Source: an optimization exercise on an open RTL-to-GDS flow (aim: small area, a short achievable clock period and few clock cycles). Production flows keep margins and buffers that such runs may drop. No functional check of the RTL was part of this run. Power figures rest on the tool's default switching activity, not on a simulated workload.

[design.v]
package puf_pkg;
  localparam int unsigned C_IOSCNUM_DEF      = 48;
  localparam int unsigned C_IOSCDWIDTH_DEF   = 24;
  localparam int unsigned C_OIDWIDTH_DEF     = 24;
  localparam int unsigned C_MEMDATAWIDTH_DEF = 8;
  localparam int unsigned C_MEMADDRWIDTH_DEF = 24;
  localparam int unsigned C_CHALBASE_DEF     = 0;
  localparam int unsigned C_IDXW = $clog2(C_IOSCNUM_DEF);
endpackage
module cnt_regfile #(
  parameter int unsigned N  = puf_pkg::C_IOSCNUM_DEF,
  parameter int unsigned DW = puf_pkg::C_IOSCDWIDTH_DEF,
  parameter int unsigned NG = 4
) (
  input  logic                 I_sclk,
  input  logic [N-1:0][NG-1:0] I_we,
  input  logic [N-1:0][NG-1:0] I_we_n,
  input  logic [DW-1:0]        I_wr_data,
  output logic [N-1:0][DW-1:0] O_cnt
);
  localparam int unsigned GW = DW / NG;
  for (genvar i = 0; i < N; i++) begin : g_cnt
    for (genvar b = 0; b < DW; b++) begin : g_bit
      always_ff @(posedge I_sclk)
        O_cnt[i][b] <= (O_cnt[i][b] & I_we_n[i][b / GW]) | (I_wr_data[b] & I_we[i][b / GW]);
    end
  end
endmodule
module puf_resp_gen #(
  parameter int unsigned C_IOSCNUM      = puf_pkg::C_IOSCNUM_DEF,
  parameter int unsigned C_IOSCDWIDTH   = puf_pkg::C_IOSCDWIDTH_DEF,
  parameter int unsigned C_OIDWIDTH     = puf_pkg::C_OIDWIDTH_DEF,
  parameter int unsigned C_MEMDATAWIDTH = puf_pkg::C_MEMDATAWIDTH_DEF,
  parameter int unsigned C_MEMADDRWIDTH = puf_pkg::C_MEMADDRWIDTH_DEF,
  parameter int unsigned C_CHALBASE     = puf_pkg::C_CHALBASE_DEF
) (
  input  logic                      I_sclk,
  input  logic                      I_rst,
  input  logic                      I_cnt_valid,
  input  logic [puf_pkg::C_IDXW-1:0]         I_cnt_idx,
  input  logic [C_IOSCDWIDTH-1:0]   I_cnt_data,
  output logic                      O_cnt_ready,
  input  logic                      I_start,
  output logic                      O_busy,
  output logic [C_MEMADDRWIDTH-1:0] O_mem_addr,
  input  logic [C_MEMDATAWIDTH-1:0] I_mem_data,
  output logic [C_OIDWIDTH-1:0]     O_prim_id,
  output logic                      O_id_valid,
  output logic                      O_err
);
  localparam int unsigned IW = puf_pkg::C_IDXW;
  localparam int unsigned CW = $clog2(C_IOSCNUM + 1);
  localparam int unsigned NB = 2 * C_OIDWIDTH;    
  localparam logic [IW-1:0] LAST_A = NB - 1;
  localparam logic [CW-1:0] N_ALL  = C_IOSCNUM;
  localparam logic [CW-1:0] N_ONE  = C_IOSCNUM - 1;
  localparam logic [CW-1:0] N_TWO  = C_IOSCNUM - 2;
  logic          busy_q, id_valid_q, err_q;
  logic          fetch_q, m_v_q, r_v_q, x_v_q;
  logic [IW-1:0] addr_q;
  logic [C_IOSCNUM-1:0] loaded_q;
  logic [CW-1:0]        nld_q;
  logic                 new_q, full, one;
  logic          m_odd_q, r_odd_q, r_bad_q, a_bad_q;
  logic [7:0]    m_hi_q, m_lo_q;
  logic [C_IOSCDWIDTH-1:0] rd_q, a_q;
  logic [C_OIDWIDTH-1:0]   id_q;
  logic idle, run_end, wr_in, wr_oob, wr_new, all_in, start_acc, shift, cmp_bit;
  logic [C_IOSCNUM-1:0] wmask, loaded_d;
  localparam int unsigned NH = (C_IOSCNUM + 7) / 8;
  logic [NH-1:0]           whi_q;
  logic [7:0]              wlo_q;
  logic [C_IOSCDWIDTH-1:0] wdata_q;
  assign idle    = ~(fetch_q | m_v_q | r_v_q | x_v_q);
  assign run_end = r_v_q & ~m_v_q;
  assign wr_in  = I_cnt_valid & idle;
  assign wr_oob = wr_in & ({1'b0, I_cnt_idx} >= C_IOSCNUM);
  always_comb begin
    wmask = '0;
    for (int i = 0; i < C_IOSCNUM; i++) wmask[i] = wr_in & (I_cnt_idx == i);
  end
  assign wr_new = |(wmask & ~loaded_q);
  assign full   = (nld_q == N_ALL) | (nld_q == N_ONE & new_q);
  assign one    = (nld_q == N_ONE & ~new_q) | (nld_q == N_TWO & new_q);
  logic [IW-1:0] miss_idx;
  always_comb begin
    miss_idx = '0;
    for (int i = 0; i < C_IOSCNUM; i++)
      if (!loaded_q[i]) miss_idx = miss_idx | IW'(i);
  end
  assign all_in = full | (one & wr_in & (I_cnt_idx == miss_idx));
  assign start_acc = idle & I_start & all_in;
  assign loaded_d = run_end ? '0 : (loaded_q | wmask);
  assign shift   = r_v_q & r_odd_q;
  assign cmp_bit = ~a_bad_q & ~r_bad_q & (a_q > rd_q);
  localparam int unsigned NG = 4;
  logic [C_IOSCNUM-1:0][NG-1:0]           we, we_n;
  logic [C_IOSCNUM-1:0][C_IOSCDWIDTH-1:0] cnt;
  logic [C_IOSCDWIDTH-1:0]                rd;
  always_comb begin
    for (int i = 0; i < C_IOSCNUM; i++) begin
      we[i]   = {NG{whi_q[i / 8] & wlo_q[i % 8]}};
      we_n[i] = ~we[i];
    end
  end
  cnt_regfile #(
    .N  (C_IOSCNUM),
    .DW (C_IOSCDWIDTH),
    .NG (NG)
  ) u_cnt_regfile (
    .I_sclk    (I_sclk),
    .I_we      (we),
    .I_we_n    (we_n),
    .I_wr_data (wdata_q),
    .O_cnt     (cnt)
  );
  always_comb begin
    rd = '0;
    for (int i = 0; i < C_IOSCNUM; i++)
      rd = rd | (cnt[i] & {C_IOSCDWIDTH{m_hi_q[i / 8] & m_lo_q[i % 8]}});
  end
  always_ff @(posedge I_sclk) begin
    for (int j = 0; j < 8; j++) wlo_q[j] <= I_cnt_idx[2:0] == j;
    wdata_q <= I_cnt_data;
    for (int j = 0; j < 8; j++) begin
      m_hi_q[j] <= I_mem_data[5:3] == j;
      m_lo_q[j] <= I_mem_data[2:0] == j;
    end
    m_odd_q <= ~addr_q[0];
    r_odd_q <= m_odd_q;
    r_bad_q <= |m_hi_q[7:NH];
    rd_q    <= rd;
    a_q     <= rd_q;
    a_bad_q <= r_bad_q;
  end
  always_ff @(posedge I_sclk or posedge I_rst) begin
    if (I_rst) begin
      busy_q     <= 1'b0;
      id_valid_q <= 1'b0;
      err_q      <= 1'b0;
      fetch_q    <= 1'b0;
      m_v_q      <= 1'b0;
      r_v_q      <= 1'b0;
      x_v_q      <= 1'b0;
      addr_q     <= '0;
      loaded_q   <= '0;
      nld_q      <= '0;
      new_q      <= 1'b0;
      whi_q      <= '0;
      id_q       <= '0;
    end else begin
      fetch_q    <= start_acc | (fetch_q & (addr_q != '0));
      m_v_q      <= fetch_q;
      r_v_q      <= m_v_q;
      x_v_q      <= r_v_q;
      id_valid_q <= run_end;
      busy_q     <= start_acc | fetch_q | m_v_q | r_v_q;
      loaded_q <= loaded_d;
      nld_q    <= run_end ? '0 : nld_q + CW'(new_q);
      new_q    <= wr_new;
      for (int j = 0; j < NH; j++) whi_q[j] <= wr_in & (I_cnt_idx[5:3] == j);
      if (idle) begin
        if (I_start) err_q <= all_in ? wr_oob : 1'b1;
        else if (wr_oob) err_q <= 1'b1;
      end else if (shift && (a_bad_q || r_bad_q)) begin
        err_q <= 1'b1;
      end
      if (addr_q != '0 && addr_q != LAST_A) addr_q <= addr_q + 1'b1;
      else                                  addr_q <= IW'(start_acc);
      if (shift) id_q <= {cmp_bit, id_q[C_OIDWIDTH-1:1]};
    end
  end
  assign O_cnt_ready = ~busy_q;
  assign O_busy      = busy_q;
  assign O_mem_addr  = C_MEMADDRWIDTH'(addr_q);
  assign O_prim_id   = id_q;
  assign O_id_valid  = id_valid_q;
  assign O_err       = err_q;
endmodule
[run.sh]
#!/bin/bash
# synth_recipe.tcl (not shown) runs the flow's synth.tcl, then flattens the netlist and writes it again
# the make line also repeats each setting of config.mk as NAME=value (left out here)
make -C /OpenROAD-flow-scripts/flow DESIGN_CONFIG=/design/flow/config.mk WORK_HOME=/design/flow/orfs CLKGATE_MAP_FILE= SYNTH_SCRIPT=/design/flow/synth_recipe.tcl finish
[config.mk]
export PLATFORM = sky130hd
export DESIGN_NAME = puf_resp_gen
export DESIGN_NICKNAME = puf_resp_gen
export VERILOG_FILES = /design/flow/design.v
export SDC_FILE = /design/flow/constraint.sdc
export NUM_CORES = 4
export LEC_CHECK = 0
export CAP_MARGIN = 20
export CORE_MARGIN = 2
export CORE_UTILIZATION = 55
export CTS_CLUSTER_DIAMETER = 90
export CTS_CLUSTER_SIZE = 25
export SETUP_SLACK_MARGIN = 4.0
export SLEW_MARGIN = 20
export SYNTH_HIERARCHICAL = 1
export SYNTH_MINIMUM_KEEP_SIZE = 0
[constraint.sdc]
create_clock -name core_clock -period 6.5 [get_ports {I_sclk}]
set_input_delay 1.3000 -clock core_clock [delete_from_list [all_inputs] [get_ports {I_sclk}]]
set_output_delay 1.3000 -clock core_clock [all_outputs]
set_load 0.01 [all_outputs]
==> results.txt <==
final design utilization=61.7%; Critical Path AT=3340 ps; post-synth cell types=78; part of the Yosys area used for sequential elements=55.9%; area used by multi-input combinational logic=20000 um2; vias after detailed routing=44400; post-synthesis instance area=49200 um2; minimum clock period after layout=2750 ps; Die X-Extent=303 um; gp weighted congestion=0.947; Critical Path Fanout Max=15; routed wire length per instance=43.7 um; Tot GR Track Use=50.7%; hold-fix buffers at CTS=0; DRC violation count after routing=0; initial antenna violation count=19; Vias/cell=8.00; RSZ-0062 raised after global routing=yes; number of buffers between clock root and the deepest sink=3; Period Utilization, post-route=42.3%; CP max stage delay=560 ps; status=finished clean; post-route worst hold slack=355 ps; fraction of final layout cells sized beyond drive strength 1=13.0%; Data required, critical path=7090 ps; number of maximum-capacitance constraint violations=0; FF+latch area=27600 um2; Crit Path Class=flop to flop; deepest level of the CTS H-tree=2; Fill cells=7239; fin. max-slew vios=0; height of the die=303 um; synthesized area per cell=11.6 um2; power density over the cells=297 nW/um2; number of synthesized flops with an enable pin=0; Core Region=88500 um2; Die Area=91900 um2; Final setup viols=0; net count reported at finish=4428; FF+latch count, synth=1350; highest ir drop seen on vdd=0.000291 V; number of global-route vias before repair=39300; Synth top area share=50.9%; Post-Route Setup TNS=0 ps; number of input and output port buffers inserted=73; number of buffers created by CTS=60; layout-stage area growth over the synthesis result=11.0%; half-perimeter wire length after detailed placement=130 mm; Post-Synthesis Cells=4253; Crit-path slowest cell=sky130_fd_sc_hd__or4_4; first-pass GRT wire length=324 mm; headroom to the max-slew limit=10.6%; cell type contributing the most total cell area after synthesis=sky130_fd_sc_hd__dfxtp_1; pin count of the biggest net entering global routing=67; clock latency at the later pin of the worst-skew pair=730 ps; dominant synthesized flop cell=sky130_fd_sc_hd__dfxtp_1; sort of element at the start of the critical path=flop; number of ports placed on the die boundary=94; Post-Route Skew=40.6 ps; FP Rows=109; hold violation total from the final report=0; Iteration-0 DRC Markers=8909; element type at the critical path end=flop; Highest Clock Rate=0.364 GHz; Clock Sinks=1350; antenna-violating nets left=0; cell types occupying the most area after synthesis=sky130_fd_sc_hd__dfxtp_1 51%, sky130_fd_sc_hd__a22o_1 22%, sky130_fd_sc_hd__dfrtp_1 5.0%; root cell of the clock tree=sky130_fd_sc_hd__clkbuf_16; clock input transition at the sequential cells of the worst setup and hold paths=100 ps; share of synthesized registers carrying an async set or reset=7.26%; classification of the worst-slack hold path=flop to flop; CTS tree=done; number of iterations in the first detailed-routing pass=10; final routed wirelength across all metal layers=243 mm; CP cell instances=buf_16 -> and2_1 -> buf_6 -> a22oi_1 -> nand4_1 -> or4_4 -> or4_1; initial core utilization=55.6%; GRT overflow=0; leakage=22.0 nW; Ys Warns=8; worst-margin pin slew=1340 ps
==> registers in the layout (all words and copies together) (netlist names), 8 cells and up <==
register / flops
u_cnt_regfile.O_cnt: 1152
m_hi_q: 8
id_q: 24
m_lo_q: 8
a_q: 24
loaded_q: 48
wdata_q: 24
wlo_q: 8
rd_q: 24
==> path summary, 6_finish.rpt <==
| kind | startpoint | end | slack, ps | cells past startpoint |
|---|---|---|---|---|
| worst max-delay path | m_hi_q[0] | rd_q[16] | 3750 | 7 |
| worst min-delay path | rd_q[14] | a_q[14] | 360 | 0 |
| worst min register to register | rd_q[14] | a_q[14] | 360 | 0 |
| min in group asynchronous | I_rst | id_q[23] | 1040 | 2 |
| max in group asynchronous | I_rst | loaded_q[19] | 4450 | 3 |
| worst max register to register | m_hi_q[0] | rd_q[16] | 3750 | 7 |
==> synthesized netlist by cell type, types with 45 or more instances <==
cell type                  instances
sky130_fd_sc_hd__clkbuf_1        100
sky130_fd_sc_hd__a221oi_1         60
sky130_fd_sc_hd__o22ai_1          52
sky130_fd_sc_hd__a222oi_1         98
sky130_fd_sc_hd__buf_2            72
sky130_fd_sc_hd__inv_1            88
sky130_fd_sc_hd__nand2_1         107
sky130_fd_sc_hd__nand4_1          58
sky130_fd_sc_hd__dfrtp_1          98
sky130_fd_sc_hd__a22oi_1         253
sky130_fd_sc_hd__buf_6            53
sky130_fd_sc_hd__a22o_1         1260
sky130_fd_sc_hd__buf_4            45
sky130_fd_sc_hd__nor2_1          131
sky130_fd_sc_hd__dfxtp_1        1252
sky130_fd_sc_hd__a21oi_1         105
==> per-layer routing <==
metal  wire length [um]  up-vias  share of wire, %  GRT usage [%]
li1                   -    17200                 -              -
met1              85400    21400                35           65.4
met2              90800     4515                37           66.2
met3              42600     1276                18           22.4
met4              23600       16               9.7           38.1
met5                125        -             0.052          0.207
==> cell usage in the layout, fill, tap and decap left out, types with 29 or more instances in the layout <==
master / instances
sky130_fd_sc_hd__a22o_1: 1259
sky130_fd_sc_hd__dfxtp_1: 1211
sky130_fd_sc_hd__a22oi_1: 250
sky130_fd_sc_hd__buf_4: 194
sky130_fd_sc_hd__nor2_1: 118
sky130_fd_sc_hd__a21oi_1: 104
sky130_fd_sc_hd__nand2_1: 98
sky130_fd_sc_hd__a222oi_1: 98
sky130_fd_sc_hd__dfrtp_1: 96
sky130_fd_sc_hd__clkbuf_16: 63
sky130_fd_sc_hd__inv_1: 61
sky130_fd_sc_hd__nand4_1: 58
sky130_fd_sc_hd__a221oi_1: 53
sky130_fd_sc_hd__o22ai_1: 52
sky130_fd_sc_hd__clkdlybuf4s50_1: 33
sky130_fd_sc_hd__nand3_1: 30
sky130_fd_sc_hd__buf_2: 30
sky130_fd_sc_hd__buf_6: 29
==> through the flow <==
step / setup slack (ps) / instance area, um2 / power [W] / std cells
finish: 3750 / 54600 / 0.0162 / 5549
global route: 3800 / 54600 / 0.0166 / 5538
CTS: 3800 / 53700 / 0.0160 / 5479
detailed placement: 2420 / 50900 / 0.0117 / 5343
global placement: 2380 / 50900 / 0.0117 / 5342
floorplan: 4010 / 49300 / 0.0111 / 4270
==> worst max-delay path, delay by kind of cell, from the launching register on <==
family / cells / cell delay (ps)
AOI/OAI and AO/OA: 1 / 240
and+or+nand+nor: 4 / 1540
DFF: 1 / 420
buffers and inverters: 2 / 380
==> where the power goes <==
part	internal (W)	switching, W
Combinational	0.000904	0.000772
Sequential	0.00929	0.000799
Clock	0.00172	0.00273
Total	0.0119	0.00430
==> final cells by class <==
class | count | share of cell area [%]
timing repair buffer | 339 | 6.30
tap | 1165 | 2.67
multi-input combinational | 2513 | 36.7
clock buffer | 72 | 2.89
clock inverter | 2 | 0.0596
sequential | 1350 | 50.6
antenna | 14 | 0.0642
inverter | 94 | 0.736
==> what timing repair did <==
| item | CTS | global route |
|---|---|---|
| setup endpoints to repair | 272 | 215 |
| gates resized for setup | 313 | 94 |
| buffers inserted | 51 | 52 |
| cloned | 11 | 2 |
| pin swaps | 25 | 42 |
==> logic make-up after synthesis <==
group / share of synthesized area, %
fa+ha+maj: 0.712
mux: 0.720
other cells: 0.00762
flops: 55.9
xor+xnor: 0.196
compound gates: 33.2
buf+inv: 4.44
simple gates: 4.79

## what the ideal ports hide
The results above use ideal ports. As a check the final layout listed here was re-extracted and re-timed, cells and wires unchanged. Step 1: set_driving_cell puts a clkbuf_16 on I_sclk and a buf_2 on each other input, an assumption about the parent block. Step 2, shift: input delay + t, output delay - t, t = (earliest + latest rising clock arrival at the registers) / 2. This alone moves slack from input paths to output paths. a / b / c = no drivers / after step 1 / after step 2; a / b = the first two.
t, ns: 0.782
setup WS [ns]: 3.750 / 3.750 / 3.412
hold slack, ns: 0.355 / 0.355 / 0.355
pins driven straight from the clock port: 1
After both steps setup and hold are still met in this run. For this run, drivers alone change the setup slack by 0.000 ns; drivers and shift together by -0.338 ns.
